Context: an optimization exercise on an open-source flow, tuned for small area and a short achievable clock period. The choices shown serve that exercise and are no tape-out recipe. RTL that was checked went through simulation tests only; none was proved equivalent to the original. Function not checked in runs 2 and 3: the RTL went through the layout flow alone. The clock input has no modelled driver; a real chip could not lean on it and would need a root buffer or a full tree. Power and IR drop assume default switching activity.

==> design/flow/flow/run.sh <==
#!/bin/bash
# Own flow: the standard layout (standard.sh, standard synthesis) with two
# changes to how the layout is made:
#  - the ports are buffered with buf_2 cells (the default picks a slow delay
#    cell for them);
#  - CTS clusters up to 30 sinks per leaf buffer and inserts no dummy loads.
# Each tool's output goes to the ORFS logs under orfs/logs; make's own output
# goes to flow_make.log here.
set -euo pipefail
cat >> config.mk <<'EOC'
export BUFFER_PORTS_ARGS = -buffer_cell sky130_fd_sc_hd__buf_2
export CTS_ARGS = -sink_clustering_enable -repair_clock_nets -sink_clustering_size 30 -sink_clustering_max_diameter 100 -dont_use_dummy_load
EOC
bash standard.sh > flow_make.log 2>&1
==> design/flow/standard.sh <==
#!/bin/bash
# synth_recipe.tcl (not shown) runs the flow's synth.tcl, then flattens the netlist and writes it again
# the make line also repeats each setting of config.mk as NAME=value (left out here)
make -C /OpenROAD-flow-scripts/flow DESIGN_CONFIG=/design/flow/config.mk WORK_HOME=/design/flow/orfs CLKGATE_MAP_FILE= SYNTH_SCRIPT=/design/flow/synth_recipe.tcl "${@:-finish}"
==> design/flow/config.mk <==
export PLATFORM = sky130hd
export DESIGN_NAME = mem_link_responder
export DESIGN_NICKNAME = mem_link_responder
export VERILOG_FILES = /design/flow/design.v
export SDC_FILE = /design/flow/constraint.sdc
export NUM_CORES = 4
export LEC_CHECK = 0
export ABC_CLOCK_PERIOD_IN_PS = 2000
export CAP_MARGIN = 20
export CORE_MARGIN = 2
export CORE_UTILIZATION = 40
export SETUP_SLACK_MARGIN = 3.1
export SLEW_MARGIN = 20
export BUFFER_PORTS_ARGS = -buffer_cell sky130_fd_sc_hd__buf_2
export CTS_ARGS = -sink_clustering_enable -repair_clock_nets -sink_clustering_size 30 -sink_clustering_max_diameter 100 -dont_use_dummy_load
==> design/flow/constraint.sdc <==
create_clock -name core_clock -period 5.2 [get_ports {clk_i}]
set_input_delay 1.0400 -clock core_clock [delete_from_list [all_inputs] [get_ports {clk_i}]]
set_output_delay 1.0400 -clock core_clock [all_outputs]
set_load 0.01 [all_outputs]
==> design/flow/design.v <==
package mem_link_pkg;
  localparam int LINK_W    = 68;
  localparam int DATA_W    = 64;
  localparam int V_BIT     = 64;
  localparam int LAST_BIT  = 65;
  localparam int READY_BIT = 66;
  localparam int RSVD_BIT  = 67;
  typedef struct packed {
    logic              rsvd;
    logic              ready_and;
    logic              last;
    logic              v;
    logic [DATA_W-1:0] data;
  } mem_link_t;
  typedef enum logic [3:0] {
    OP_READ  = 4'h0,
    OP_WRITE = 4'h1,
    OP_UNSUP = 4'hF
  } mem_op_e;
  typedef struct packed {
    logic [35:0] rsvd;
    logic [7:0]  id;
    logic [3:0]  len;
    logic [11:0] addr;
    logic [3:0]  opcode;
  } mem_hdr_t;
endpackage
import mem_link_pkg::*;
module mem_link_word_ram #(
  parameter int DEPTH = 16
) (
  input  logic              clk_i,
  input  logic              clr_i,
  input  logic              we_i,
  input  logic [DEPTH-1:0]  pos_i,
  input  logic [DEPTH-1:0]  pos_nxt_i,
  input  logic [DATA_W-1:0] wdata_i,
  output logic [DATA_W-1:0] rdata_o
);
  localparam int HALF = DEPTH / 2;
  logic [DATA_W-1:0] ring_q [DEPTH];
  logic [DEPTH-1:0]  vld_q, vld_d;
  logic [DEPTH-1:0]  rsel_q;
  logic [DATA_W-1:0] wbuf1_q, wbuf2_q;
  logic [HALF-1:0]   sel1_q, sel2a_q, sel2_q;
  logic              use1_q;
  logic [HALF-1:0]   ins_s;
  logic [DATA_W-1:0] ins_data_s;
  logic              odd_s;
  always_comb begin
    odd_s = 1'b0;
    for (int k = 0; k < HALF; k++) begin
      ins_s[k] = sel1_q[k] | sel2_q[k];
      odd_s    = odd_s | pos_i[2*k+1];
    end
  end
  assign ins_data_s = use1_q ? wbuf1_q : wbuf2_q;
  always_ff @(posedge clk_i) begin
    for (int k = 0; k < HALF; k++) begin
      ring_q[2*k]   <= ins_s[k] ? ins_data_s : ring_q[2*k+1];
      ring_q[2*k+1] <= ring_q[(2*k+2) % DEPTH];
    end
    wbuf1_q <= wdata_i;
    wbuf2_q <= wbuf1_q;
  end
  always_comb begin
    for (int k = 0; k < HALF; k++) begin
      vld_d[2*k]   = ~clr_i & (ins_s[k] | vld_q[2*k+1]);
      vld_d[2*k+1] = ~clr_i & vld_q[(2*k+2) % DEPTH];
    end
  end
  always_ff @(posedge clk_i) begin
    vld_q <= vld_d;
    for (int p = 0; p < DEPTH; p++) begin
      rsel_q[p] <= pos_nxt_i[(p+DEPTH-1) % DEPTH] & vld_d[p];
    end
  end
  always_ff @(posedge clk_i) begin
    if (clr_i) begin
      sel1_q  <= '0;
      sel2a_q <= '0;
      sel2_q  <= '0;
      use1_q  <= 1'b0;
    end else begin
      for (int k = 0; k < HALF; k++) begin
        sel1_q[k]  <= we_i & pos_i[2*k+1];
        sel2a_q[k] <= we_i & pos_i[(2*k+2) % DEPTH];
      end
      sel2_q <= sel2a_q;
      use1_q <= we_i & odd_s;
    end
  end
  always_comb begin
    rdata_o = '0;
    for (int p = 0; p < DEPTH; p++) begin
      rdata_o = rdata_o | ({DATA_W{rsel_q[p]}} & ring_q[p]);
    end
  end
endmodule
import mem_link_pkg::*;
module mem_link_responder #(
  parameter int DEPTH = 16
) (
  input  logic              clk_i,
  input  logic              reset_n_i,
  input  logic [LINK_W-1:0] mem_fwd_link_i,
  output logic [LINK_W-1:0] mem_fwd_link_o,
  output logic [LINK_W-1:0] mem_rev_link_o
);
  localparam int AW = (DEPTH > 1) ? $clog2(DEPTH) : 1;
  logic st_idle_q, st_rx_q, st_drain_q, st_txh_q, st_txd_q;
  logic st_idle_d, st_rx_d, st_drain_d, st_txh_d, st_txd_d;
  logic rdy_en_q;
  logic is_rd_q, is_wr_q;
  logic [3:0]    len_q;
  logic [7:0]    id_q;
  logic [3:0]    rem_q;
  logic [DEPTH-1:0] pos_q, pos_d;
  logic [AW-1:0]    base_q;
  logic              fwd_rdy_q;
  logic              rev_v_q, rev_last_q;
  logic [DATA_W-1:0] rev_data_q;
  logic              fwd_v_s, fwd_last_s, rev_ready_s;
  logic [DATA_W-1:0] fwd_data_s, rdata_s;
  mem_link_pkg::mem_hdr_t hdr_s;
  logic              unused_s;
  logic hdr_take_s, in_rd_s, in_wr_s, in_oth_s;
  logic rx_take_s, rem_zero_s, we_s;
  logic drain_done_s, rx_done_s;
  logic rev_take_s, ld_mem_s, hold_s;
  logic ld_hdr_in_s, ld_hdr_st_s;
  assign fwd_v_s     = mem_fwd_link_i[V_BIT];
  assign fwd_last_s  = mem_fwd_link_i[LAST_BIT];
  assign rev_ready_s = mem_fwd_link_i[READY_BIT];
  assign fwd_data_s  = mem_fwd_link_i[DATA_W-1:0];
  assign hdr_s       = mem_link_pkg::mem_hdr_t'(fwd_data_s);
  assign unused_s    = ^{mem_fwd_link_i[RSVD_BIT], hdr_s.rsvd, hdr_s.addr[11:AW]};
  assign in_rd_s     = (hdr_s.opcode == OP_READ);
  assign in_wr_s     = (hdr_s.opcode == OP_WRITE);
  assign in_oth_s    = ~in_rd_s & ~in_wr_s;
  assign rem_zero_s  = (rem_q == 4'd0);
  assign hdr_take_s   = st_idle_q & rdy_en_q & fwd_v_s;
  assign rx_take_s    = st_rx_q & fwd_v_s;
  assign we_s         = rx_take_s;
  assign rx_done_s    = rx_take_s & rem_zero_s;
  assign drain_done_s = st_drain_q & fwd_v_s & fwd_last_s;
  assign rev_take_s   = (st_txh_q | st_txd_q) & rev_ready_s;
  mem_link_word_ram #(
    .DEPTH (DEPTH)
  ) u_ram (
    .clk_i   (clk_i),
    .clr_i   (~reset_n_i),
    .we_i    (we_s),
    .pos_i   (pos_q),
    .pos_nxt_i (pos_d),
    .wdata_i (fwd_data_s),
    .rdata_o (rdata_s)
  );
  always_comb begin
    st_idle_d  = st_idle_q & ~hdr_take_s;
    st_rx_d    = st_rx_q & ~rx_done_s;
    st_drain_d = st_drain_q & ~drain_done_s;
    st_txh_d   = st_txh_q & ~rev_ready_s;
    st_txd_d   = st_txd_q & ~(rev_ready_s & rem_zero_s);
    if (hdr_take_s) begin
      if (in_wr_s) begin
        st_rx_d = 1'b1;
      end else if (in_rd_s || fwd_last_s) begin
        st_txh_d = 1'b1;
      end else begin
        st_drain_d = 1'b1;
      end
    end
    if (rx_done_s || drain_done_s) begin
      st_txh_d = 1'b1;
    end
    if (st_txh_q && rev_ready_s) begin
      if (is_rd_q) begin
        st_txd_d = 1'b1;
      end else begin
        st_idle_d = 1'b1;
      end
    end
    if (st_txd_q && rev_ready_s && rem_zero_s) begin
      st_idle_d = 1'b1;
    end
  end
  assign ld_mem_s    = rev_take_s & ((st_txh_q & is_rd_q) | (st_txd_q & ~rem_zero_s));
  assign hold_s      = (st_txh_q | st_txd_q) & ~rev_ready_s;
  assign ld_hdr_in_s = hdr_take_s & (in_rd_s | (in_oth_s & fwd_last_s));
  assign ld_hdr_st_s = rx_done_s | drain_done_s;
  always_ff @(posedge clk_i) begin
    if (!reset_n_i) begin
      st_idle_q  <= 1'b1;
      st_rx_q    <= 1'b0;
      st_drain_q <= 1'b0;
      st_txh_q   <= 1'b0;
      st_txd_q   <= 1'b0;
      rdy_en_q   <= 1'b0;
    end else begin
      st_idle_q  <= st_idle_d;
      st_rx_q    <= st_rx_d;
      st_drain_q <= st_drain_d;
      st_txh_q   <= st_txh_d;
      st_txd_q   <= st_txd_d;
      rdy_en_q   <= 1'b1;
    end
  end
  always_ff @(posedge clk_i) begin
    if (!reset_n_i) begin
      base_q <= '0;
    end else begin
      base_q <= base_q - AW'(1);
    end
  end
  always_comb begin
    if (hdr_take_s) begin
      pos_d = DEPTH'(1) << AW'(hdr_s.addr[AW-1:0] + base_q);
    end else if (rx_take_s || ld_mem_s) begin
      pos_d = pos_q;
    end else begin
      pos_d = {pos_q[0], pos_q[DEPTH-1:1]};
    end
  end
  always_ff @(posedge clk_i) begin
    pos_q <= pos_d;
  end
  always_ff @(posedge clk_i) begin
    if (hdr_take_s) begin
      is_rd_q <= in_rd_s;
      is_wr_q <= in_wr_s;
      len_q   <= hdr_s.len;
      id_q    <= hdr_s.id;
    end
  end
  always_ff @(posedge clk_i) begin
    if (hdr_take_s) begin
      rem_q <= hdr_s.len;
    end else if (rx_take_s || (ld_mem_s && st_txd_q)) begin
      rem_q <= rem_q - 4'd1;
    end
  end
  logic [DATA_W-1:0] hdr_in_s, hdr_st_s;
  assign hdr_in_s = {36'd0, hdr_s.id, hdr_s.len, 12'd0, in_rd_s ? 4'h0 : 4'hF};
  assign hdr_st_s = {36'd0, id_q, len_q, 12'd0, is_wr_q ? 4'h1 : 4'hF};
  always_ff @(posedge clk_i) begin
    if (!reset_n_i) begin
      fwd_rdy_q  <= 1'b0;
      rev_v_q    <= 1'b0;
      rev_last_q <= 1'b0;
      rev_data_q <= '0;
    end else begin
      fwd_rdy_q  <= st_idle_d | st_rx_d | st_drain_d;
      rev_v_q    <= st_txh_d | st_txd_d;
      if (!hold_s) begin
        rev_last_q <= (ld_hdr_in_s & ~in_rd_s) | ld_hdr_st_s |
                      (ld_mem_s & (st_txh_q ? (len_q == 4'd0) : (rem_q == 4'd1)));
        rev_data_q <= ({DATA_W{ld_mem_s}} & rdata_s) |
                      ({DATA_W{ld_hdr_in_s}} & hdr_in_s) |
                      ({DATA_W{ld_hdr_st_s}} & hdr_st_s);
      end
    end
  end
  always_comb begin
    mem_fwd_link_o            = '0;
    mem_fwd_link_o[READY_BIT] = fwd_rdy_q;
    mem_rev_link_o            = '0;
    mem_rev_link_o[DATA_W-1:0] = rev_data_q;
    mem_rev_link_o[V_BIT]      = rev_v_q;
    mem_rev_link_o[LAST_BIT]   = rev_last_q;
  end
endmodule
==> run_results.csv, run 1 <==
group,metric,value,unit
logic_synthesis,ys_types,52,
timing,max_slew_margin,0.239,
logic_synthesis,synth-seq-area-share,0.657,
flow_run,drv_cap,0,
final_layout,final_cell_area,0.0448,mm2
global_routing,antenna_found_initial,5,
placement,port_buffers,135,
cts,root_buffer,"clkbuf_16",
worst_setup_path,arrival,1.17,ns
power,power.leakage,16.9,nW
final_layout,multi_input_comb_area,0.0129,mm2
worst_setup_path,slowest_stage,"dfxtp_4",
worst_setup_path,critPathTopFamily,"flip-flops",
floorplan,start_util,0.404,
global_routing,grt_pass1_wl,180000,um
run_status,status,"timing/DRC/antenna clean",
worst_setup_path,startpoint_type,"flop",
timing,finalSetupTns,0,ns
final_layout,fillCellCount,9351,
detailed_routing,drtIter0Drc,3129,
final_layout,drive_above_1_share,0.118,
worst_setup_path,path_class,"flop to output pin",
worst_setup_path,max_stage_delay,0.41,ns
worst_setup_path,reg2regPathDepth,7,
timing,fmax,0.452,GHz
worst_setup_path,crit_buf_inv,1,
final_layout,diodes,0,
placement,routabilityCongestion,0.783,
hold_path,hold-path-cell-count,0,
floorplan,pin_count,206,
logic_synthesis,synth_edf_count,18,
cts,cts_hold_buf,0,
detailed_routing,viasPerCell,5.67,
worst_setup_path,crit_path_start,"rev_data_q[4]",
global_routing,grt_usage,0.230,
cts,cts_max_level,2,
hold_path,hold_path.class,"flop to flop",
floorplan,die_w,322,um
power,fin_total_pwr,15.7,mW
final_layout,area_growth,10.7,%
power,power.density,351,mW/mm2
cts,cts.path.max_buffers,3,
floorplan,row_count,116,
placement,hpwl,64100,um
timing,rsz0062_at_grt,"true",
timing,setup_viol,0,
logic_synthesis,synth_area_per_cell,10.9,um2
worst_setup_path,r2r_end,"rev_data_q[26]",
detailed_routing,drc,0,
final_layout,ff_latch_area,0.0268,mm2
worst_setup_path,rr_startpoint,"rem_q[0]",
timing,slew_viol_final,0,
final_layout,layout.nets,3796,
cts,numCtsBuffers,50,
detailed_routing,firstDrtPassIters,5,
logic_synthesis,syn_inst,3714,
detailed_routing,wirelength,126000,um
cts,cts.reportedPaths.clkPinSlew,0.11,ns
worst_setup_path,cp.depth,1,
detailed_routing,wl_per_cell,24.9,um
logic_synthesis,ys.flop_type,"dfxtp_1",
floorplan,die_h,322,um
timing,worstMarginPinSlew,1.14,ns
timing,finalHoldViolCount,0,
logic_synthesis,synth-seq-cells,1320,
worst_setup_path,r2r_slack,3.03,ns
logic_synthesis,yosysTopAreaCell,"dfxtp_1",
timing,period_minus_slack,2.21,ns
logic_synthesis,synth_warnings,3,
worst_setup_path,cp.required,4.16,ns
detailed_routing,vias,28777,
cts,clk_latency,0.65,ns
worst_setup_path,end_kind,"output pin",
worst_setup_path,crit_fanout,2,
logic_synthesis,synthesis.area,0.0405,mm2
floorplan,core,0.100,mm2
global_routing,grt_overflow_total,0,
timing,hold-worst-slack,0.341,ns
global_routing,grt_start_max_net_pins,83,
cts,cts_tree,"done",
timing,skew,0.0723,ns
detailed_routing,postRouteAntennaNets,0,
placement,dpl_cell_area,0.0420,mm2
power,ir_drop,0.000227,V
floorplan,die_area,0.104,mm2
worst_setup_path,worstPathCellList,"buf_6",
logic_synthesis,synth_area_leaders,"dfxtp_1, a21oi_1, nor2_1, a221oi_1, a22o_1",
logic_synthesis,synth_top_area_share,0.644,
cts,clkSinkCount,1320,
timing,fin_crit_sh,0.426,
worst_setup_path,crit_path_end,"mem_rev_link_o[4]",
final_layout,fin_util,0.447,
logic_synthesis,async_flop_share,0,
global_routing,grt_pass1_vias,27367,
## worst min-delay path by stage
stage	from	end
detailed placement	u_ram.ring_q[10][18]	u_ram.ring_q[9][18]
global placement	u_ram.ring_q[8][39]	u_ram.ring_q[7][39]
finish	u_ram.ring_q[12][36]	u_ram.ring_q[11][36]
global route	u_ram.ring_q[8][36]	u_ram.ring_q[7][36]
floorplan	u_ram.wbuf1_q[0]	u_ram.wbuf2_q[0]
CTS	u_ram.ring_q[8][36]	u_ram.ring_q[7][36]
## state kept, by name (all words and copies together), names as in the netlist, 4 cells and up
signal / cells
u_ram.wbuf2_q: 64
u_ram.wbuf1_q: 64
base_q: 4
u_ram.sel2a_q: 8
rem_q: 4
u_ram.sel2_q: 8
u_ram.sel1_q: 8
pos_q: 16
len_q: 4
u_ram.rsel_q: 16
rev_data_q: 64
u_ram.vld_q: 16
u_ram.ring_q: 1024
id_q: 8
## worst reg2reg max path, cell delays in order, from the launching register on
cell	delay [ns]
edfxtp_1	0.46
inv_1	0.10
ha_1	0.21
nor3b_4	0.42
o21ai_4	0.16
buf_6	0.24
o21ai_1	0.33
a21oi_1	0.13
## layout by cell type, fill, tap and decap left out, types with 48 or more instances in the layout
master / synthesis / final
nor2_1: 592 / 591
conb_1: 1 / 69
buf_6: 0 / 79
a22oi_1: 120 / 120
dfxtp_1: 1302 / 1217
a221oi_1: 240 / 238
clkbuf_16: 0 / 50
nand4_1: 48 / 48
buf_2: 56 / 67
dfxtp_2: 0 / 58
a22o_1: 230 / 230
a21oi_1: 533 / 531
## report_power, final
group	switching (mW)	internal, mW	total (mW)	leakage [nW]
clock network	3.00	1.74	4.74	0.616
registers	0.157	10.4	10.5	10.8
logic	0.293	0.177	0.469	5.55
total	3.45	12.3	15.7	16.9
## kinds of logic (layout without fill, tap and decap cells)
logic type	Yosys count	count (layout)	synth area share
adder cells (fa/ha/maj)	7	7	0.00235
XOR/XNOR	6	6	0.00148
AO/OA/AOI/OAI	1184	1185	0.200
AND/OR/NAND/NOR	787	791	0.0824
multiplexers	64	64	0.0158
flip-flops	1320	1320	0.657
other	1	69	0.0000926
buffers and inverters	345	275	0.0406
## per-stage QoR
stage               worst slack (ns)  std cells
global placement                1.96       4978
global route                    2.95       5074
detailed placement              1.95       4978
floorplan                       2.62       3782
finish                          2.99       5074
CTS                             2.95       5058
## repair_timing
action                                  4_1_cts  5_1_grt
endpoints found under the setup margin      452      241
pin swaps                                     3       17
resized for setup                           220       39
setup buffers                                30       11
cloned                                        0        5
endpoints found under the hold margin         0        0
## synthesized netlist by cell type (5+ instances only)
master and instances:
a22o_1 230, a21boi_1 11, buf_4 74, ha_1 6, nor2_1 592, or2_2 12
clkbuf_1 162, nand4_1 48, and2_1 20, mux2i_1 64, nand2b_1 5, o21ai_0 26
edfxtp_1 18, a221oi_1 240, and3_1 21, nand3_1 35, buf_1 44, dfxtp_1 1302
inv_1 7, a22oi_1 120, a21oi_1 533, nand2_1 34, buf_2 56, o221a_2 5
## layout make-up
cell class,instances,area share
sequential,1320,0.597
multi-input combinational,2122,0.288
timing repair buffer,216,0.0483
tap,1357,0.0379
clock buffer,50,0.0279
inverter,9,0.000949
## layer usage
| layer | share of wire | global-route usage | routed length, um |
|---|---|---|---|
| met2 | 0.45 | 0.372 | 57500 |
| met4 | 0.025 | 0.0588 | 3190 |
| met1 | 0.45 | 0.322 | 56200 |
| met3 | 0.074 | 0.0352 | 9400 |
| met5 | 0.00034 | 0 | 43 |
==> inputs of run 2 (changes only) <==
--- a/design/flow/design.v
+++ b/design/flow/design.v
@@ -40,2 +40,3 @@
   localparam int HALF = DEPTH / 2;
+  localparam logic [DEPTH-1:0] POL = {(DEPTH/4){4'b0110}};
   logic [DATA_W-1:0] ring_q [DEPTH];
@@ -43,6 +44,6 @@
   logic [DEPTH-1:0]  rsel_q;
+  logic [DEPTH-1:0]  rseln_q;
   logic [DATA_W-1:0] wbuf1_q, wbuf2_q;
-  logic [HALF-1:0]   sel1_q, sel2a_q, sel2_q;
+  logic [HALF-1:0]   sel2a_q, ins_q, insn_q, ins_d;
   logic              use1_q;
-  logic [HALF-1:0]   ins_s;
   logic [DATA_W-1:0] ins_data_s;
@@ -52,3 +53,3 @@
     for (int k = 0; k < HALF; k++) begin
-      ins_s[k] = sel1_q[k] | sel2_q[k];
+      ins_d[k] = ~clr_i & ((we_i & pos_i[2*k+1]) | sel2a_q[k]);
       odd_s    = odd_s | pos_i[2*k+1];
@@ -59,3 +60,4 @@
     for (int k = 0; k < HALF; k++) begin
-      ring_q[2*k]   <= ins_s[k] ? ins_data_s : ring_q[2*k+1];
+      ring_q[2*k]   <= ~((ring_q[2*k+1] | {DATA_W{ins_q[k]}}) &
+                         ((ins_data_s ^ {DATA_W{~POL[2*k]}}) | {DATA_W{insn_q[k]}}));
       ring_q[2*k+1] <= ring_q[(2*k+2) % DEPTH];
@@ -67,3 +69,3 @@
     for (int k = 0; k < HALF; k++) begin
-      vld_d[2*k]   = ~clr_i & (ins_s[k] | vld_q[2*k+1]);
+      vld_d[2*k]   = ~clr_i & (ins_q[k] | vld_q[2*k+1]);
       vld_d[2*k+1] = ~clr_i & vld_q[(2*k+2) % DEPTH];
@@ -74,10 +76,11 @@
     for (int p = 0; p < DEPTH; p++) begin
-      rsel_q[p] <= pos_nxt_i[(p+DEPTH-1) % DEPTH] & vld_d[p];
-    end
-  end
-  always_ff @(posedge clk_i) begin
+      rsel_q[p]  <= pos_nxt_i[(p+DEPTH-1) % DEPTH] & vld_d[p];
+      rseln_q[p] <= ~(pos_nxt_i[(p+DEPTH-1) % DEPTH] & vld_d[p]);
+    end
+  end
+  always_ff @(posedge clk_i) begin
+    ins_q  <= ins_d;
+    insn_q <= ~ins_d;
     if (clr_i) begin
-      sel1_q  <= '0;
       sel2a_q <= '0;
-      sel2_q  <= '0;
       use1_q  <= 1'b0;
@@ -85,6 +88,4 @@
       for (int k = 0; k < HALF; k++) begin
-        sel1_q[k]  <= we_i & pos_i[2*k+1];
         sel2a_q[k] <= we_i & pos_i[(2*k+2) % DEPTH];
       end
-      sel2_q <= sel2a_q;
       use1_q <= we_i & odd_s;
@@ -95,3 +96,7 @@
     for (int p = 0; p < DEPTH; p++) begin
-      rdata_o = rdata_o | ({DATA_W{rsel_q[p]}} & ring_q[p]);
+      if (POL[p]) begin
+        rdata_o = rdata_o | ~({DATA_W{rseln_q[p]}} | ring_q[p]);
+      end else begin
+        rdata_o = rdata_o | ({DATA_W{rsel_q[p]}} & ring_q[p]);
+      end
     end
==> run_results.csv, run 2 <==
group,metric,value,unit
detailed_routing,vias,30625,
run_status,status,"timing/DRC/antenna clean",
worst_setup_path,critPathTopFamily,"flip-flops",
timing,hold-worst-slack,0.335,ns
timing,setup_viol,0,
cts,clkSinkCount,1320,
floorplan,pin_count,206,
final_layout,final_cell_mix,"dfxtp_1, o22ai_1, nand2_1",
power,sw_frac_of_total,0.222,
worst_setup_path,cp.required,4.16,ns
logic_synthesis,synth_edf_count,18,
cts,cts_hold_buf,0,
logic_synthesis,ys_types,64,
placement,hpwl,70400,um
timing,finalSetupTns,0,ns
logic_synthesis,synthesis.area,0.0401,mm2
power,clkPwrFrac,0.302,
cts,cts_tree,"done",
detailed_routing,postRouteAntennaNets,0,
placement,dp_slack,1.71,ns
logic_synthesis,ys.flop_type,"dfxtp_1",
detailed_routing,drc,0,
global_routing,grt_overflow_total,0,
final_layout,drive_above_1_share,0.160,
cts,cts.path.max_buffers,3,
global_routing,grt_usage,0.269,
logic_synthesis,syn_inst,3506,
detailed_routing,wl_per_cell,30.1,um
cts,numCtsBuffers,50,
logic_synthesis,yosysTopAreaCell,"dfxtp_1",
detailed_routing,drtIter0Drc,4079,
floorplan,die_h,321,um
final_layout,multi_input_comb_area,0.0124,mm2
global_routing,grt_pass1_vias,29146,
floorplan,die_w,321,um
worst_setup_path,end_kind,"output pin",
power,internal_power,12.3,mW
final_layout,fillCellCount,9183,
logic_synthesis,synth-seq-area-share,0.663,
logic_synthesis,synth_top_area_share,0.649,
timing,slew_viol_final,0,
logic_synthesis,synth-seq-cells,1320,
final_layout,ff_latch_area,0.0269,mm2
hold_path,hold_path.class,"flop to flop",
final_layout,largest_reg_flops,1024,
placement,port_buffers,135,
global_routing,grt_start_max_net_pins,129,
flow_run,drv_cap,0,
worst_setup_path,worstPathCellList,"buf_6",
worst_setup_path,crit_buf_inv,1,
timing,fmax,0.450,GHz
timing,timing.final.ws_setup,2.98,ns
global_routing,grt_pass1_wl,204000,um
power,p_seq_frac,0.664,
worst_setup_path,arrival,1.18,ns
worst_setup_path,max_stage_delay,0.41,ns
timing,worstMarginPinSlew,1.14,ns
detailed_routing,wirelength,146000,um
cts,root_buffer,"clkbuf_16",
worst_setup_path,slowest_stage,"dfxtp_4",
hold_path,hp-start,"u_ram.ring_q[12][6]",
logic_synthesis,synth_common_cells,"dfxtp_1, o22ai_1, nand2_1, clkbuf_1, o21ai_0",
power,ir_drop,0.000217,V
worst_setup_path,path_class,"flop to output pin",
power,fin_total_pwr,15.8,mW
logic_synthesis,synth_area_per_cell,11.4,um2
cts,clk_latency,0.66,ns
timing,fin_crit_sh,0.427,
placement,routabilityCongestion,0.817,
cts,cts_max_level,2,
final_layout,layout.nets,3634,
final_layout,diodes,0,
timing,max_slew_margin,0.242,
power,switchingPower,3.50,mW
final_layout,top_register,"u_ram.ring_q",
logic_synthesis,synth_warnings,3,
floorplan,row_count,116,
final_layout,area_growth,12.4,%
timing,period_minus_slack,2.22,ns
detailed_routing,viasPerCell,6.31,
logic_synthesis,yosysMostFrequentCell,"dfxtp_1",
floorplan,core,0.0997,mm2
timing,skew,0.0423,ns
floorplan,die_area,0.103,mm2
worst_setup_path,startpoint_type,"flop",
timing,finalHoldViolCount,0,
final_layout,layout_commonest_cell,"dfxtp_1",
worst_setup_path,rr_startpoint,"u_ram.rseln_q[13]",
power,comb_power_share,0.034,
worst_setup_path,crit_path_start,"rev_data_q[14]",
worst_setup_path,crit_fanout,2,
detailed_routing,firstDrtPassIters,6,
power,power.leakage,16.7,nW
logic_synthesis,synth_area_leaders,"dfxtp_1, o22ai_1, nand2_1, mux2i_1, mux2_2",
cts,cts.reportedPaths.clkPinSlew,0.11,ns
timing,rsz0062_at_grt,"true",
logic_synthesis,async_flop_share,0,
floorplan,start_util,0.402,
global_routing,antenna_found_initial,3,
power,power.density,350,mW/mm2
[run 2: logic make-up (layout without fill, tap and decap cells)]
family / after synthesis / after routing / share of synthesized area
AOI/OAI and AO/OA: 1217 / 1219 / 0.203
buffers and inverters: 372 / 351 / 0.0456
muxes: 143 / 143 / 0.0377
other: 1 / 69 / 0.0000934
adders and majority gates: 7 / 7 / 0.00237
DFF: 1320 / 1320 / 0.663
and+or+nand+nor: 437 / 437 / 0.0460
xor gates and xnor gates: 9 / 9 / 0.00234
[run 2: layout make-up]
class                           count  share of cell area
Inverter                           24             0.00219
Tap cell                         1298              0.0360
Timing Repair inverter              1            0.000111
Timing Repair Buffer              276              0.0625
Sequential cell                  1320               0.595
Multi-Input combinational cell   1884               0.276
Clock buffer                       50              0.0277
[run 2: timing repair]
action / CTS / global route
gates cloned: 3 / 3
pin swaps: 7 / 10
gates resized for setup: 205 / 54
setup buffers: 68 / 19
setup endpoints to repair: 188 / 147
[run 2: power by group through the flow]
stage	sequential, mW	clock [mW]	combinational (mW)
6_report	10.5	4.77	0.530
5_1_grt	10.5	5.16	0.571
4_1_cts	10.5	4.81	0.512
3_5_place_dp	10.7	0	0.479
3_3_place_gp	10.7	0	0.477
2_1_floorplan	10.7	0	0.381
[run 2: path summary, 6_finish.rpt]
path | endpoint | slack (ns) | depth (start not counted)
max | mem_rev_link_o[14] | 2.98 | 1
min | u_ram.ring_q[11][6] | 0.34 | 0
max reg2reg | rev_data_q[18] | 3.08 | 6
min reg2reg | u_ram.ring_q[11][6] | 0.34 | 0
[run 2: metrics by stage]
stage / utilization / area, um2 / std cells
CTS: 0.447 / 44600 / 4831
detailed placement: 0.417 / 41600 / 4710
global placement: 0.417 / 41600 / 4710
global route: 0.452 / 45100 / 4853
finish: 0.452 / 45100 / 4853
floorplan: - / 40500 / 3574
[run 2: layer usage]
layer	up-vias	global-route usage	part of all wire
li1	13013	-	-
met5	-	0	0.00016
met1	15217	0.377	0.42
met2	2054	0.408	0.43
met4	4	0.0923	0.038
met3	337	0.0582	0.11
==> inputs of run 3 (changes only) <==
--- a/design/flow/design.v
+++ b/design/flow/design.v
@@ -42,3 +42,3 @@
   logic [DATA_W-1:0] ring_q [DEPTH];
-  logic [DEPTH-1:0]  vld_q, vld_d;
+  logic [DEPTH-1:0]  vld_q, vld_d, vld_x;
   logic [DEPTH-1:0]  rsel_q;
@@ -69,6 +69,7 @@
     for (int k = 0; k < HALF; k++) begin
-      vld_d[2*k]   = ~clr_i & (ins_q[k] | vld_q[2*k+1]);
-      vld_d[2*k+1] = ~clr_i & vld_q[(2*k+2) % DEPTH];
-    end
-  end
+      vld_x[2*k]   = ins_q[k] | vld_q[2*k+1];
+      vld_x[2*k+1] = vld_q[(2*k+2) % DEPTH];
+    end
+  end
+  assign vld_d = vld_x & {DEPTH{~clr_i}};
   always_ff @(posedge clk_i) begin
@@ -76,4 +77,4 @@
     for (int p = 0; p < DEPTH; p++) begin
-      rsel_q[p]  <= pos_nxt_i[(p+DEPTH-1) % DEPTH] & vld_d[p];
-      rseln_q[p] <= ~(pos_nxt_i[(p+DEPTH-1) % DEPTH] & vld_d[p]);
+      rsel_q[p]  <= pos_nxt_i[(p+DEPTH-1) % DEPTH] & vld_x[p];
+      rseln_q[p] <= ~(pos_nxt_i[(p+DEPTH-1) % DEPTH] & vld_x[p]);
     end
@@ -221,3 +222,3 @@
   always_comb begin
-    if (hdr_take_s) begin
+    if (st_idle_q) begin
       pos_d = DEPTH'(1) << AW'(hdr_s.addr[AW-1:0] + base_q);
@@ -233,3 +234,3 @@
   always_ff @(posedge clk_i) begin
-    if (hdr_take_s) begin
+    if (st_idle_q) begin
       is_rd_q <= in_rd_s;
@@ -241,3 +242,3 @@
   always_ff @(posedge clk_i) begin
-    if (hdr_take_s) begin
+    if (st_idle_q) begin
       rem_q <= hdr_s.len;
==> design/flow/flow/run.sh (replaced) <==
#!/bin/bash
# Own flow: the standard layout (standard.sh, standard synthesis) with
# these changes to how the layout is made:
#  - the ports are buffered with buf_2 cells (the default picks a slow delay
#    cell for them);
#  - CTS clusters up to 30 sinks per leaf buffer and inserts no dummy loads;
set -euo pipefail
cat >> config.mk <<EOC
export BUFFER_PORTS_ARGS = -buffer_cell sky130_fd_sc_hd__buf_2
export CTS_ARGS = -sink_clustering_enable -repair_clock_nets -sink_clustering_size 30 -sink_clustering_max_diameter 100 -dont_use_dummy_load
export PRE_CTS_TCL = $PWD/flow/noroot_cts.tcl
EOC
bash standard.sh > flow_make.log 2>&1
==> design/flow/flow/noroot_cts.tcl (new file) <==
rename clock_tree_synthesis my_tritoncts

proc my_is_clkbuf {inst} {
  return [string match "sky130_fd_sc_hd__clkbuf_*" [[$inst getMaster] getName]]
}

proc my_out_net {inst} {
  foreach it [$inst getITerms] {
    if {[$it isOutputSignal]} { return [$it getNet] }
  }
  return "NULL"
}

proc my_loads {net} {
  set loads {}
  foreach it [$net getITerms] {
    if {[$it isInputSignal]} { lappend loads $it }
  }
  return $loads
}

proc my_drop_root_buffer {} {
  set block [ord::get_db_block]
  set clk [$block findNet clk_i]
  set loads [my_loads $clk]
  if {[llength $loads] != 1} { return }
  set root [[lindex $loads 0] getInst]
  if {![my_is_clkbuf $root]} { return }
  set rnet [my_out_net $root]
  set sub [my_loads $rnet]
  if {[llength $sub] > 4} { return }
  foreach s $sub {
    if {![my_is_clkbuf [$s getInst]]} { return }
  }
  foreach s $sub {
    $s disconnect
    $s connect $clk
  }
  foreach o [$root getITerms] { $o disconnect }
  odb::dbInst_destroy $root
  odb::dbNet_destroy $rnet
  puts "my_drop_root_buffer: clk_i now drives [llength $sub] clock buffers"
}

proc clock_tree_synthesis {args} {
  my_tritoncts {*}$args
  my_drop_root_buffer
}
--- a/design/flow/config.mk
+++ b/design/flow/config.mk
@@ -11,3 +11,3 @@
 export CORE_UTILIZATION = 40
-export SETUP_SLACK_MARGIN = 3.1
+export SETUP_SLACK_MARGIN = 3.3
 export SLEW_MARGIN = 20
@@ -15 +15,2 @@
 export CTS_ARGS = -sink_clustering_enable -repair_clock_nets -sink_clustering_size 30 -sink_clustering_max_diameter 100 -dont_use_dummy_load
+export PRE_CTS_TCL = /design/flow/flow/noroot_cts.tcl
==> run_results.csv, run 3 <==
group,metric,value,unit
run_status,status,"timing/DRC/antenna clean",
logic_synthesis,synth-seq-area-share,0.668,
logic_synthesis,yosysMostFrequentCell,"dfxtp_1",
placement,place_inst,4650,
detailed_routing,drtIter0Drc,3825,
final_layout,layout.nets,3619,
final_layout,ff_latch_area,0.0268,mm2
final_layout,multi_input_comb_area,0.0131,mm2
timing,fmax,0.473,GHz
flow_run,drv_cap,0,
worst_setup_path,cp.required,5.54,ns
floorplan,row_count,115,
final_layout,final_cell_mix,"dfxtp_1, o22ai_1, nand2_1",
worst_setup_path,crit_path_start,"mem_fwd_link_i[4]",
floorplan,start_util,0.404,
timing,fin_crit_sh,0.406,
logic_synthesis,synth_area_leaders,"dfxtp_1, o22ai_1, a221oi_1, mux2_2, clkbuf_1",
floorplan,die_h,320,um
global_routing,antenna_found_initial,1,
detailed_routing,postRouteAntennaNets,0,
floorplan,die_w,320,um
cts,clkSinkCount,1320,
detailed_routing,wirelength,146000,um
global_routing,grt_overflow_total,0,
power,power.leakage,17.2,nW
global_routing,grt_usage,0.275,
timing,timing.final.ws_setup,3.09,ns
logic_synthesis,synth_warnings,3,
timing,finalHoldViolCount,0,
logic_synthesis,synth_area_per_cell,11.5,um2
timing,finalSetupTns,0,ns
timing,setup_viol,0,
worst_setup_path,arrival,2.45,ns
worst_setup_path,reg2regPathDepth,8,
detailed_routing,vias,30288,
timing,rsz0062_at_grt,"true",
worst_setup_path,r2r_slack,3.10,ns
worst_setup_path,crit_buf_inv,2,
detailed_routing,wl_per_cell,30.2,um
hold_path,hp-start,"u_ram.ring_q[2][9]",
cts,cts.reportedPaths.clkPinSlew,0.11,ns
worst_setup_path,max_stage_delay,0.59,ns
timing,skew,0.0439,ns
logic_synthesis,synth_common_cells,"dfxtp_1, o22ai_1, clkbuf_1, nand2_1, nor2_1",
cts,clk_latency,0.48,ns
logic_synthesis,yosysTopAreaCell,"dfxtp_1",
floorplan,die_area,0.102,mm2
timing,worstMarginPinSlew,1.12,ns
floorplan,core,0.0986,mm2
worst_setup_path,end_kind,"flop",
logic_synthesis,synth_top_area_share,0.654,
final_layout,fillCellCount,8935,
worst_setup_path,worstPathCellList,"buf_8, ha_4, inv_2, fa_2, and3b_2, nand2_2, o21ai_1, nand2_1",
placement,hpwl,69000,um
global_routing,grt_pass1_vias,29664,
placement,dp_slack,2.24,ns
detailed_routing,drc,0,
logic_synthesis,synthesis.area,0.0398,mm2
global_routing,grt_pass1_wl,208000,um
worst_setup_path,path_class,"input pin to flop",
power,ir_drop,0.000241,V
timing,slew_viol_final,0,
logic_synthesis,ys_types,64,
logic_synthesis,synth-seq-cells,1320,
logic_synthesis,ys.flop_type,"dfxtp_1",
power,fin_total_pwr,15.8,mW
timing,period_minus_slack,2.11,ns
final_layout,drive_above_1_share,0.197,
logic_synthesis,synth_edf_count,18,
logic_synthesis,syn_inst,3457,
final_layout,largest_reg_flops,1024,
hold_path,hold_path.class,"flop to flop",
cts,cts_hold_buf,0,
global_routing,grt_start_max_net_pins,65,
floorplan,pin_count,206,
placement,port_buffers,135,
logic_synthesis,async_flop_share,0,
worst_setup_path,rr_startpoint,"rem_q[1]",
final_layout,top_register,"u_ram.ring_q",
timing,max_slew_margin,0.253,
final_layout,area_growth,15.9,%
worst_setup_path,slowest_stage,"fa_2",
final_layout,layout_commonest_cell,"dfxtp_1",
worst_setup_path,startpoint_type,"input pin",
detailed_routing,firstDrtPassIters,6,
worst_setup_path,crit_fanout,5,
detailed_routing,viasPerCell,6.27,
placement,routabilityCongestion,0.803,
final_layout,finalNonFillerCells,4829,
hold_path,hold-path-cell-count,0,
worst_setup_path,cp.depth,8,
power,power.density,342,mW/mm2
worst_setup_path,critPathTopFamily,"adder cells",
-- run 3: changes by cell type in the layout (fill, tap and decap cells not counted), sizes merged, moves of 11 or more --
cell	previous run	this run
nand2	229	171
o22ai	647	659
buf	273	309
mux2i	79	65
a221oi	51	96
o41ai	31	16
nand3	15	4
o221ai	27	10
o21ai	125	104
nor4	14	3
a221o	29	12
nor2	122	143
-- run 3: what timing repair did --
action,CTS,global route
gates resized for setup,344,74
pin swaps,76,25
buffers inserted,94,25
cloned,8,1
setup endpoints to repair,555,170
-- run 3: worst register-to-register path, delay by kind of cell, from the launching register on --
| family | cells | cell delay (ns) |
|---|---|---|
| adder cells (fa/ha/maj) | 1 | 0.13 |
| AND/OR/NAND/NOR | 2 | 0.61 |
| flip-flops | 1 | 0.42 |
| AO/OA/AOI/OAI | 3 | 0.59 |
| buffers and inverters | 2 | 0.26 |
-- run 3: final cells by class --
cell class,count,area share
sequential,1320,0.581
multi-input combinational,1842,0.283
timing repair buffer,311,0.0729
tap,1287,0.0349
antenna,2,0.000108
clock buffer,49,0.0266
inverter,18,0.00149
-- run 3: cell families after synthesis --
group,Yosys count,synth area share
other cells,1,0.0000941
flops,1320,0.668
simple gates,388,0.0417
xor+xnor,9,0.00198
fa+ha+maj,7,0.00239
compound gates,1237,0.208
mux,131,0.0350
buf+inv,364,0.0429
-- run 3: worst paths after layout --
path	to
worst min-delay path	u_ram.ring_q[1][9]
worst min register to register	u_ram.ring_q[1][9]
worst max register to register	rev_data_q[1]
worst max-delay path	u_ram.rseln_q[5]
-- run 3: layer usage --
metal | vias to the layer above | track usage | share of wire
met1 | 15132 | 0.382 | 0.42
met5 | - | 0 | 0.000089
met3 | 314 | 0.0545 | 0.11
met2 | 1877 | 0.420 | 0.43
met4 | 2 | 0.107 | 0.039
li1 | 12963 | - | -
-- run 3: report_power, final --
part	switching (mW)	total, mW	internal (mW)
Clock	2.97	4.67	1.71
Sequential	0.161	10.5	10.3
Combinational	0.334	0.600	0.267
-- run 3: through the flow --
step	utilization	hold WS, ns	area (um2)
finish	0.469	0.317	46200
floorplan	-	0.326	40500
global route	0.468	0.335	46200
global placement	0.421	0.329	41500
CTS	0.462	0.320	45600
detailed placement	0.421	0.333	41500
==> inputs of run 4 (changes only) <==
--- a/design/flow/design.v
+++ b/design/flow/design.v
@@ -123,4 +123,8 @@
   logic [3:0]    rem_q;
+  logic          rz_q, r1_q;
   logic [DEPTH-1:0] pos_q, pos_d;
-  logic [AW-1:0]    base_q;
+  logic [AW-1:0]    base_q, base_d;
+  logic [3:0]       blo_oh_q, bhi_oh_q;
+  logic [3:1]       bge_q;
+  logic [DEPTH-1:0] hdr_pos_s;
   logic              fwd_rdy_q;
@@ -146,3 +150,3 @@
   assign in_oth_s    = ~in_rd_s & ~in_wr_s;
-  assign rem_zero_s  = (rem_q == 4'd0);
+  assign rem_zero_s  = rz_q;
   assign hdr_take_s   = st_idle_q & rdy_en_q & fwd_v_s;
@@ -214,7 +218,33 @@
   end
-  always_ff @(posedge clk_i) begin
-    if (!reset_n_i) begin
-      base_q <= '0;
-    end else begin
-      base_q <= base_q - AW'(1);
+  assign base_d = reset_n_i ? base_q - AW'(1) : '0;
+  always_ff @(posedge clk_i) begin
+    base_q   <= base_d;
+    blo_oh_q <= 4'(1) << base_d[1:0];
+    bhi_oh_q <= 4'(1) << base_d[3:2];
+    for (int k = 1; k < 4; k++) begin
+      bge_q[k] <= (base_d[1:0] >= 2'(k));
+    end
+  end
+  always_comb begin
+    logic [3:0] alo_oh, ahi_oh, slo, x, shi;
+    logic       c;
+    alo_oh = 4'(1) << hdr_s.addr[1:0];
+    ahi_oh = 4'(1) << hdr_s.addr[3:2];
+    c = 1'b0;
+    for (int i = 1; i < 4; i++) begin
+      c = c | (alo_oh[i] & bge_q[4-i]);
+    end
+    for (int j = 0; j < 4; j++) begin
+      slo[j] = 1'b0;
+      x[j]   = 1'b0;
+      for (int i = 0; i < 4; i++) begin
+        slo[j] = slo[j] | (alo_oh[i] & blo_oh_q[(j-i) & 3]);
+        x[j]   = x[j] | (ahi_oh[i] & bhi_oh_q[(j-i) & 3]);
+      end
+    end
+    for (int j = 0; j < 4; j++) begin
+      shi[j] = c ? x[(j+3) & 3] : x[j];
+    end
+    for (int p = 0; p < DEPTH; p++) begin
+      hdr_pos_s[p] = slo[p & 3] & shi[p >> 2];
     end
@@ -223,3 +253,3 @@
     if (st_idle_q) begin
-      pos_d = DEPTH'(1) << AW'(hdr_s.addr[AW-1:0] + base_q);
+      pos_d = hdr_pos_s;
     end else if (rx_take_s || ld_mem_s) begin
@@ -244,4 +274,8 @@
       rem_q <= hdr_s.len;
+      rz_q  <= (hdr_s.len == 4'd0);
+      r1_q  <= (hdr_s.len == 4'd1);
     end else if (rx_take_s || (ld_mem_s && st_txd_q)) begin
       rem_q <= rem_q - 4'd1;
+      rz_q  <= r1_q;
+      r1_q  <= (rem_q == 4'd2);
     end
@@ -262,3 +296,3 @@
         rev_last_q <= (ld_hdr_in_s & ~in_rd_s) | ld_hdr_st_s |
-                      (ld_mem_s & (st_txh_q ? (len_q == 4'd0) : (rem_q == 4'd1)));
+                      (ld_mem_s & (st_txh_q ? rz_q : r1_q));
         rev_data_q <= ({DATA_W{ld_mem_s}} & rdata_s) |
==> run_results.csv, run 4 <==
group,metric,value,unit
global_routing,grt_start_max_net_pins,84,
logic_synthesis,synth-seq-cells,1332,
worst_setup_path,worstPathCellList,"buf_6",
hold_path,hold_path.class,"flop to flop",
floorplan,start_util,0.405,
cts,clkSinkCount,1332,
floorplan,die_area,0.104,mm2
worst_setup_path,cp.required,4.16,ns
logic_synthesis,yosysTopAreaCell,"dfxtp_1",
placement,dp_slack,2.05,ns
logic_synthesis,synthesis.area,0.0407,mm2
detailed_routing,viasPerCell,6.19,
detailed_routing,postRouteAntennaNets,0,
final_layout,largest_reg_flops,1024,
run_status,status,"timing/DRC/antenna clean",
timing,setup_viol,0,
timing,finalHoldViolCount,0,
detailed_routing,wirelength,148000,um
flow_run,drv_cap,0,
timing,period_minus_slack,2.07,ns
final_layout,layout_commonest_cell,"dfxtp_1",
logic_synthesis,synth_top_family_by_area,"compound AO/OA/AOI/OAI gates",
logic_synthesis,synth_top_area_share,0.646,
cts,cts.reportedPaths.clkPinSlew,0.11,ns
placement,hpwl,70600,um
global_routing,grt_use_met1,0.369,
logic_synthesis,async_flop_share,0,
detailed_routing,firstDrtPassIters,6,
power,power.leakage,17.3,nW
worst_setup_path,crit_fanout,2,
floorplan,die_w,323,um
power,power.density,343,mW/mm2
worst_setup_path,crit_buf_inv,1,
global_routing,met2_usage,0.418,
global_routing,antenna_found_initial,5,
global_routing,grt_usage,0.273,
final_layout,top_register,"u_ram.ring_q",
cts,cts_hold_buf,0,
logic_synthesis,ys_types,64,
final_layout,final_cell_mix,"dfxtp_1, o22ai_1, nand2_1",
floorplan,die_h,323,um
global_routing,grt_pass1_wl,208000,um
floorplan,core,0.100,mm2
power,switchingPower,3.51,mW
logic_synthesis,synthXorXnorAreaFrac,0.000861,
timing,timing.final.ws_setup,3.13,ns
global_routing,grt_pass1_vias,29955,
timing,worstMarginPinSlew,1.10,ns
logic_synthesis,synth_area_per_cell,11.5,um2
timing,rsz0062_at_grt,"true",
worst_setup_path,max_stage_delay,0.43,ns
logic_synthesis,synth_compound_area_frac,0.207,
logic_synthesis,synth_edf_count,20,
detailed_routing,drc,0,
timing,skew,0.0593,ns
logic_synthesis,syn_inst,3533,
timing,max_slew_margin,0.265,
power,p_seq_frac,0.663,
logic_synthesis,ys.flop_type,"dfxtp_1",
worst_setup_path,arrival,1.03,ns
logic_synthesis,synth-seq-area-share,0.660,
global_routing,use_met3,0.0642,
worst_setup_path,critPathTopFamily,"flip-flops",
detailed_routing,vias,30840,
logic_synthesis,synth-simple-area-share,0.0428,
final_layout,drive_above_1_share,0.175,
logic_synthesis,synth_warnings,3,
power,comb_power_share,0.038,
final_layout,area_growth,14.4,%
global_routing,grt-busiest-layer,"met2",
cts,clk_latency,0.47,ns
floorplan,pin_count,206,
timing,fin_crit_sh,0.398,
worst_setup_path,slowest_stage,"dfxtp_4",
final_layout,layout.nets,3699,
power,internal_power,12.4,mW
floorplan,row_count,116,
logic_synthesis,synth_area_leaders,"dfxtp_1, o22ai_1, mux2_2, mux2i_1, nand2_1",
worst_setup_path,end_kind,"output pin",
logic_synthesis,synth_common_cells,"dfxtp_1, o22ai_1, nand2_1, clkbuf_1, nor2_1",
logic_synthesis,synth_mux_area_frac,0.0444,
power,clkPwrFrac,0.299,
detailed_routing,drtIter0Drc,4218,
final_layout,fillCellCount,9203,
placement,routabilityCongestion,0.819,
logic_synthesis,yosysMostFrequentCell,"dfxtp_1",
timing,finalSetupTns,0,ns
worst_setup_path,startpoint_type,"flop",
worst_setup_path,path_class,"flop to output pin",
timing,slew_viol_final,0,
placement,port_buffers,135,
global_routing,grt_overflow_total,0,
logic_synthesis,synth_fa_ha_area_frac,0.000923,
power,ir_drop,0.000246,V
timing,fmax,0.483,GHz
detailed_routing,wl_per_cell,29.8,um
power,sw_frac_of_total,0.220,
## run 4: worst paths after layout
kind	start	to	slack, ns	depth (start not counted)
setup / recovery	rev_data_q[7]	mem_rev_link_o[7]	3.13	1
hold reg to reg	u_ram.ring_q[0][6]	u_ram.ring_q[15][6]	0.30	0
hold / removal	u_ram.ring_q[0][6]	u_ram.ring_q[15][6]	0.30	0
setup reg to reg	u_ram.ins_q[1]	u_ram.ring_q[2][29]	3.24	2
## run 4: worst reg2reg max path: stages, from the launching register on
cell and delay [ns]:
dfxtp_4 0.89, buf_4 0.68, o22ai_1 0.25
## run 4: cell type report
cell class,count,area [um2],share of cell area
antenna,1,2.50,0.0000538
tap,1357,1700,0.0365
clock buffer,50,1250,0.0269
inverter,28,105,0.00226
sequential,1332,27100,0.583
timing repair buffer,321,3490,0.0750
multi-input combinational,1893,12900,0.276
## run 4: cell families after synthesis
logic type               after synthesis
other                                  1
flip-flops                          1332
adder cells (fa/ha/maj)                3
buffers and inverters                378
AO/OA/AOI/OAI                       1242
XOR/XNOR                               4
multiplexers                         165
AND/OR/NAND/NOR                      408
## run 4: what timing repair did
| action | 4_1_cts | 5_1_grt |
|---|---|---|
| gates cloned | 3 | 2 |
| buffers inserted | 104 | 30 |
| pin swaps | 12 | 20 |
| gates resized for setup | 242 | 86 |
| endpoints found under the setup margin | 194 | 149 |
## run 4: through the flow
step	std cells	instance area [um2]	power, mW	util	hold WS [ns]
5_1_grt	4981	46500	16.4	0.463	0.305
2_1_floorplan	3601	41100	11.1	-	0.326
3_5_place_dp	4792	42300	11.3	0.421	0.331
6_report	4982	46500	15.9	0.463	0.302
4_1_cts	4949	45800	15.9	0.456	0.306
3_3_place_gp	4792	42300	11.3	0.421	0.330
## run 4: metal layers
metal	wire length, um	up-vias
met2	63900	1970
met4	7050	8
met3	16700	383
met1	60600	15248
li1	-	13231
met5	44	-
## run 4: power by group through the flow
stage | sequential (mW) | clock [mW] | combinational [mW]
after global routing | 10.6 | 5.16 | 0.647
after floorplan | 10.8 | 0 | 0.369
after CTS | 10.6 | 4.81 | 0.558
after detailed placement | 10.8 | 0 | 0.468
after global placement | 10.8 | 0 | 0.466
final | 10.6 | 4.77 | 0.605
==> inputs of run 5 (changes only) <==
--- a/design/flow/config.mk
+++ b/design/flow/config.mk
@@ -13,2 +13,3 @@
 export SLEW_MARGIN = 20
+export TNS_END_PERCENT = 3
 export BUFFER_PORTS_ARGS = -buffer_cell sky130_fd_sc_hd__buf_2
==> run_results.csv, run 5 <==
group,metric,value,unit
detailed_routing,postRouteAntennaNets,0,
placement,port_buffers,135,
floorplan,die_area,0.104,mm2
logic_synthesis,ys_types,64,
global_routing,grt_start_max_net_pins,56,
global_routing,antenna_found_initial,5,
floorplan,core,0.100,mm2
power,p_seq_frac,0.667,
power,comb_power_share,0.036,
final_layout,layout.nets,3665,
logic_synthesis,synth_common_cells,"dfxtp_1, o22ai_1, nand2_1, clkbuf_1, nor2_1",
logic_synthesis,ys.flop_type,"dfxtp_1",
worst_setup_path,r2r_slack,3.15,ns
timing,finalSetupTns,0,ns
logic_synthesis,synth-seq-area-share,0.660,
worst_setup_path,slowest_stage,"dfxtp_4",
final_layout,final_cell_mix,"dfxtp_1, o22ai_1, nand2_1",
final_layout,top_register,"u_ram.ring_q",
global_routing,grt_overflow_total,0,
logic_synthesis,yosysMostFrequentCell,"dfxtp_1",
timing,finalHoldViolCount,0,
logic_synthesis,synth_area_per_cell,11.5,um2
placement,hpwl,71000,um
logic_synthesis,yosysTopAreaCell,"dfxtp_1",
run_status,status,"timing/DRC/antenna clean",
global_routing,grt_usage,0.274,
floorplan,row_count,116,
final_layout,largest_reg_flops,1024,
power,internal_power,12.4,mW
worst_setup_path,startpoint_type,"flop",
worst_setup_path,max_stage_delay,0.70,ns
global_routing,met2_usage,0.424,
logic_synthesis,synthesis.area,0.0407,mm2
global_routing,grt_pass1_wl,210000,um
floorplan,start_util,0.405,
worst_setup_path,crit_fanout,37,
final_layout,drive_above_1_share,0.143,
detailed_routing,drc,0,
power,sw_frac_of_total,0.219,
power,clkPwrFrac,0.297,
power,ir_drop,0.000263,V
timing,fin_crit_sh,0.395,
worst_setup_path,end_kind,"flop",
timing,worstMarginPinSlew,1.02,ns
power,switchingPower,3.47,mW
timing,fmax,0.487,GHz
cts,clk_latency,0.47,ns
hold_path,hold_path.class,"flop to flop",
detailed_routing,viasPerCell,6.27,
worst_setup_path,worstPathCellList,"buf_6, mux2i_1, o22ai_1",
final_layout,area_growth,11.7,%
floorplan,die_h,323,um
floorplan,pin_count,206,
timing,slew_viol_final,0,
logic_synthesis,async_flop_share,0,
timing,skew,0.0468,ns
timing,period_minus_slack,2.05,ns
cts,cts.reportedPaths.clkPinSlew,0.12,ns
logic_synthesis,synth-seq-cells,1332,
logic_synthesis,synth_top_area_share,0.646,
power,fin_total_pwr,15.8,mW
cts,cts_hold_buf,0,
logic_synthesis,synth_edf_count,20,
logic_synthesis,synth_warnings,3,
final_layout,layout_commonest_cell,"dfxtp_1",
detailed_routing,firstDrtPassIters,6,
detailed_routing,drtIter0Drc,4623,
final_layout,fillCellCount,9343,
timing,setup_viol,0,
power,power.density,349,mW/mm2
worst_setup_path,cp.required,5.52,ns
power,power.leakage,16.9,nW
detailed_routing,wirelength,149000,um
logic_synthesis,synth_area_leaders,"dfxtp_1, o22ai_1, mux2_2, mux2i_1, nand2_1",
global_routing,grt_use_met1,0.371,
timing,rsz0062_at_grt,"true",
timing,max_slew_margin,0.318,
worst_setup_path,arrival,2.37,ns
placement,routabilityCongestion,0.807,
logic_synthesis,syn_inst,3533,
global_routing,use_met3,0.0592,
flow_run,drv_cap,0,
detailed_routing,wl_per_cell,30.1,um
detailed_routing,vias,31024,
worst_setup_path,path_class,"flop to flop",
global_routing,grt_pass1_vias,29903,
global_routing,grt-busiest-layer,"met2",
floorplan,die_w,323,um
cts,clkSinkCount,1332,
[run 5: path summary, 6_finish.rpt]
kind,startpoint,endpoint,depth (start not counted)
setup / recovery,u_ram.use1_q,u_ram.ring_q[4][23],3
hold / removal,u_ram.ring_q[14][2],u_ram.ring_q[13][2],0
setup reg to reg,u_ram.use1_q,u_ram.ring_q[4][23],3
hold reg to reg,u_ram.ring_q[14][2],u_ram.ring_q[13][2],0
[run 5: critical path: cells and delay by family, from the launching register on]
| family | cells | cell delay, ns |
|---|---|---|
| AO/OA/AOI/OAI | 1 | 0.17 |
| buffers and inverters | 1 | 0.46 |
| flip-flops | 1 | 0.70 |
| multiplexers | 1 | 0.52 |
[run 5: metal layers]
layer | up-vias | part of all wire
li1 | 13147 | -
met1 | 15322 | 0.40
met2 | 2131 | 0.44
met3 | 420 | 0.11
met4 | 4 | 0.047
met5 | - | 0.00017
[run 5: repair_timing]
| action | CTS | global route |
|---|---|---|
| setup endpoints to repair | 513 | 311 |
| buffers inserted | 76 | 25 |
| resized for setup | 109 | 40 |
| gates cloned | 3 | 2 |
| pin swaps | 5 | 10 |
| endpoints found under the hold margin | 0 | 0 |
[run 5: cells by family (layout without fill, tap and decap cells)]
kind of cell | Yosys count | after routing | synth area share
adders and majority gates | 3 | 3 | 0.000923
AOI/OAI and AO/OA | 1242 | 1246 | 0.207
and+or+nand+nor | 408 | 408 | 0.0428
xor gates and xnor gates | 4 | 4 | 0.000861
DFF | 1332 | 1332 | 0.660
other | 1 | 73 | 0.0000922
buffers and inverters | 378 | 363 | 0.0438
muxes | 165 | 165 | 0.0444
[run 5: through the flow]
stage / hold WS (ns) / util / setup slack [ns] / area, um2 / instances
floorplan: 0.326 / - / 2.92 / 40900 / 3601
global placement: 0.329 / 0.420 / 1.88 / 42200 / 4792
detailed placement: 0.331 / 0.420 / 1.83 / 42200 / 4792
CTS: 0.318 / 0.447 / 3.16 / 44900 / 4920
global route: 0.341 / 0.452 / 3.14 / 45400 / 4947
finish: 0.322 / 0.452 / 3.15 / 45400 / 4951
[run 5: power by group through the flow]
stage	registers (mW)	clock network (mW)	logic (mW)
floorplan	10.8	0	0.359
global placement	10.8	0	0.458
detailed placement	10.8	0	0.460
CTS	10.6	4.73	0.548
global route	10.6	5.09	0.603
finish	10.6	4.71	0.563
[run 5: final cells by class]
class,instances,area [um2],share of cell area
inverters,28,105,0.00231
repair buffers,286,2740,0.0602
multi-input cells,1895,12600,0.278
flip-flops and latches,1332,27000,0.595
diodes,4,10.0,0.000220
well taps,1357,1700,0.0374
clock buffers,49,1230,0.0270
==> inputs of run 6 (changes only) <==
--- a/design/flow/config.mk
+++ b/design/flow/config.mk
@@ -10,6 +10,6 @@
 export CORE_MARGIN = 2
-export CORE_UTILIZATION = 40
+export CORE_UTILIZATION = 55
 export SETUP_SLACK_MARGIN = 3.3
 export SLEW_MARGIN = 20
-export TNS_END_PERCENT = 3
+export TNS_END_PERCENT = 10
 export BUFFER_PORTS_ARGS = -buffer_cell sky130_fd_sc_hd__buf_2
==> run_results.csv, run 6 <==
group,metric,value,unit
run_status,status,"timing/DRC/antenna clean",
global_routing,antenna_found_initial,6,
timing,finalHoldViolCount,0,
timing,finalSetupTns,0,ns
logic_synthesis,async_flop_share,0,
timing,rsz0062_at_grt,"true",
floorplan,die_h,276,um
power,clkPwrFrac,0.295,
logic_synthesis,synth_edf_count,20,
logic_synthesis,synth_mux_area_frac,0.0444,
logic_synthesis,synth-simple-area-share,0.0428,
detailed_routing,wirelength,150000,um
hold_path,hold_path.class,"flop to flop",
logic_synthesis,ys.flop_type,"dfxtp_1",
final_layout,top_register,"u_ram.ring_q",
final_layout,final_cell_area,0.0450,mm2
detailed_routing,wl_met2,65700,um
floorplan,core,0.0731,mm2
cts,cts.reportedPaths.clkPinSlew,0.11,ns
cts,clk_latency,0.47,ns
logic_synthesis,synth-seq-area-share,0.660,
power,power.density,351,mW/mm2
final_layout,finalNonFillerCells,4551,
power,p_seq_frac,0.668,
worst_setup_path,startpoint_type,"flop",
logic_synthesis,synth_top_area_share,0.646,
placement,hpwl,71800,um
detailed_routing,wl_per_cell,32.9,um
placement,place_inst,4402,
global_routing,grt_overflow_total,0,
final_layout,drive_above_1_share,0.139,
power,sw_frac_of_total,0.216,
timing,max_slew_margin,0.334,
placement,dpl_cell_area,0.0418,mm2
timing,period_minus_slack,2.17,ns
power,comb_power_share,0.037,
timing,setup_viol,0,
global_routing,grt_pass1_wl,212000,um
logic_synthesis,syn_inst,3533,
floorplan,start_util,0.557,
detailed_routing,top_layer,"met5",
worst_setup_path,path_class,"flop to flop",
detailed_routing,postRouteAntennaNets,0,
floorplan,row_count,99,
logic_synthesis,synth_fa_ha_area_frac,0.000923,
power,fin_total_pwr,15.8,mW
timing,slew_viol_final,0,
power,switchingPower,3.42,mW
timing,timing.final.ws_setup,3.03,ns
final_layout,largest_reg_flops,1024,
worst_setup_path,crit_fanout,46,
global_routing,grt_usage,0.381,
cts,clkSinkCount,1332,
worst_setup_path,end_kind,"flop",
flow_run,drv_cap,0,
placement,routabilityCongestion,0.859,
power,internal_power,12.4,mW
logic_synthesis,synth_top_family_by_area,"compound AO/OA/AOI/OAI gates",
timing,hold-worst-slack,0.349,ns
logic_synthesis,synth_compound_area_frac,0.207,
global_routing,grt_start_max_net_pins,92,
final_layout,layout.nets,3655,
timing,skew,0.0476,ns
final_layout,fillCellCount,5896,
detailed_routing,viasPerCell,7.01,
timing,fmax,0.462,GHz
floorplan,die_w,276,um
detailed_routing,drc,0,
floorplan,die_area,0.0762,mm2
placement,port_buffers,135,
logic_synthesis,synth_area_leaders,"dfxtp_1, o22ai_1, mux2_2, mux2i_1, nand2_1",
worst_setup_path,arrival,2.45,ns
detailed_routing,vias,31907,
logic_synthesis,synthXorXnorAreaFrac,0.000861,
floorplan,pin_count,206,
logic_synthesis,yosysTopAreaCell,"dfxtp_1",
logic_synthesis,synth-seq-cells,1332,
logic_synthesis,synth_common_cells,"dfxtp_1, o22ai_1, nand2_1, clkbuf_1, nor2_1",
detailed_routing,drtIter0Drc,4313,
detailed_routing,met1Wirelength,59400,um
final_layout,area_growth,10.7,%
logic_synthesis,synth_area_per_cell,11.5,um2
worst_setup_path,cp.required,5.49,ns
power,power.leakage,17.0,nW
final_layout,final_cell_mix,"dfxtp_1, o22ai_1, nand2_1",
detailed_routing,firstDrtPassIters,17,
timing,worstMarginPinSlew,0.999,ns
detailed_routing,met3_length,17200,um
logic_synthesis,ys_types,64,
logic_synthesis,yosysMostFrequentCell,"dfxtp_1",
final_layout,fin_util,0.616,
timing,fin_crit_sh,0.417,
global_routing,grt_pass1_vias,31146,
logic_synthesis,synth_warnings,3,
final_layout,layout_commonest_cell,"dfxtp_1",
logic_synthesis,synthesis.area,0.0407,mm2
power,ir_drop,0.000251,V
placement,dp_slack,1.86,ns
run 6: cell counts after synthesis:
No cell type changed its count.
run 6: what timing repair did:
action	in CTS	in global routing
hold buffers	0	0
buffers inserted	67	5
setup endpoints to repair	595	560
gates cloned	16	0
gates resized for setup	142	32
pin swaps	13	2
run 6: kinds of logic after synthesis:
kind of cell,count (synthesis)
xor+xnor,4
simple gates,408
compound gates,1242
fa+ha+maj,3
mux,165
flops,1332
buf+inv,378
other cells,1
run 6: power groups by stage:
stage	clock network (mW)	registers, mW	logic (mW)
floorplan	0	10.8	0.361
finish	4.66	10.6	0.582
global route	5.03	10.6	0.620
global placement	0	10.8	0.450
detailed placement	0	10.8	0.459
CTS	4.67	10.6	0.568
run 6: worst paths after layout:
path,start,endpoint,slack (ns),depth (start not counted)
worst max-delay path,u_ram.insn_q[7],u_ram.ring_q[14][23],3.03,2
worst min-delay path,u_ram.ring_q[4][38],u_ram.ring_q[3][38],0.35,0
worst max register to register,u_ram.insn_q[7],u_ram.ring_q[14][23],3.03,2
worst min register to register,u_ram.ring_q[4][38],u_ram.ring_q[3][38],0.35,0
run 6: final cells by class:
class	instances	area, um2	area share
timing repair buffer	277	2850	0.0633
inverter	28	105	0.00233
tap	959	1200	0.0266
sequential	1332	27000	0.599
antenna	12	30.0	0.000667
clock buffer	49	1230	0.0272
multi-input combinational	1894	12600	0.280
run 6: metal layers:
layer  track usage  vias to the layer above
met2         0.577                     2367
met1         0.513                    15863
li1              -                    13149
met5             0                        -
met3        0.0964                      524
met4         0.178                        4
run 6: worst max-delay path: stages (launching register included):
cell and delay (ns):
dfxtp_2 0.86, buf_4 0.90, o22ai_1 0.18

port drivers added, routing unchanged:
How much do the figures lean on ideal ports? The routed layouts below were timed once more, with nothing changed but the port constraints.
Step 1 assumes that a clkbuf_16 drives the clock port and a buf_2 every other input.
Step 2, shift: input delay + t, output delay - t, t = (earliest + latest rising clock arrival at the registers) / 2. This alone moves slack from input paths to output paths.
Slacks: no drivers / after step 1 / after step 2; pairs: no drivers / after step 1.
run	t (ns)	setup WS [ns]	latest minus earliest clock arrival (ns)
run 1	0.693	2.986 / 2.914 / 2.414	0.079 / 0.079
run 2	0.707	2.978 / 2.910 / 2.451	0.043 / 0.043
run 3	0.579	3.087 / 3.031 / 2.555	0.070 / 0.069
run 4	0.582	3.130 / 2.989 / 2.730	0.060 / 0.060
run 5	0.587	3.146 / 3.021 / 2.646	0.049 / 0.049
run 6	0.583	3.034 / 3.003 / 2.696	0.051 / 0.051
After both steps every run listed still meets setup and hold. For run 1, which loses most, drivers alone change the setup slack by -0.072 ns; drivers and shift together by -0.572 ns.
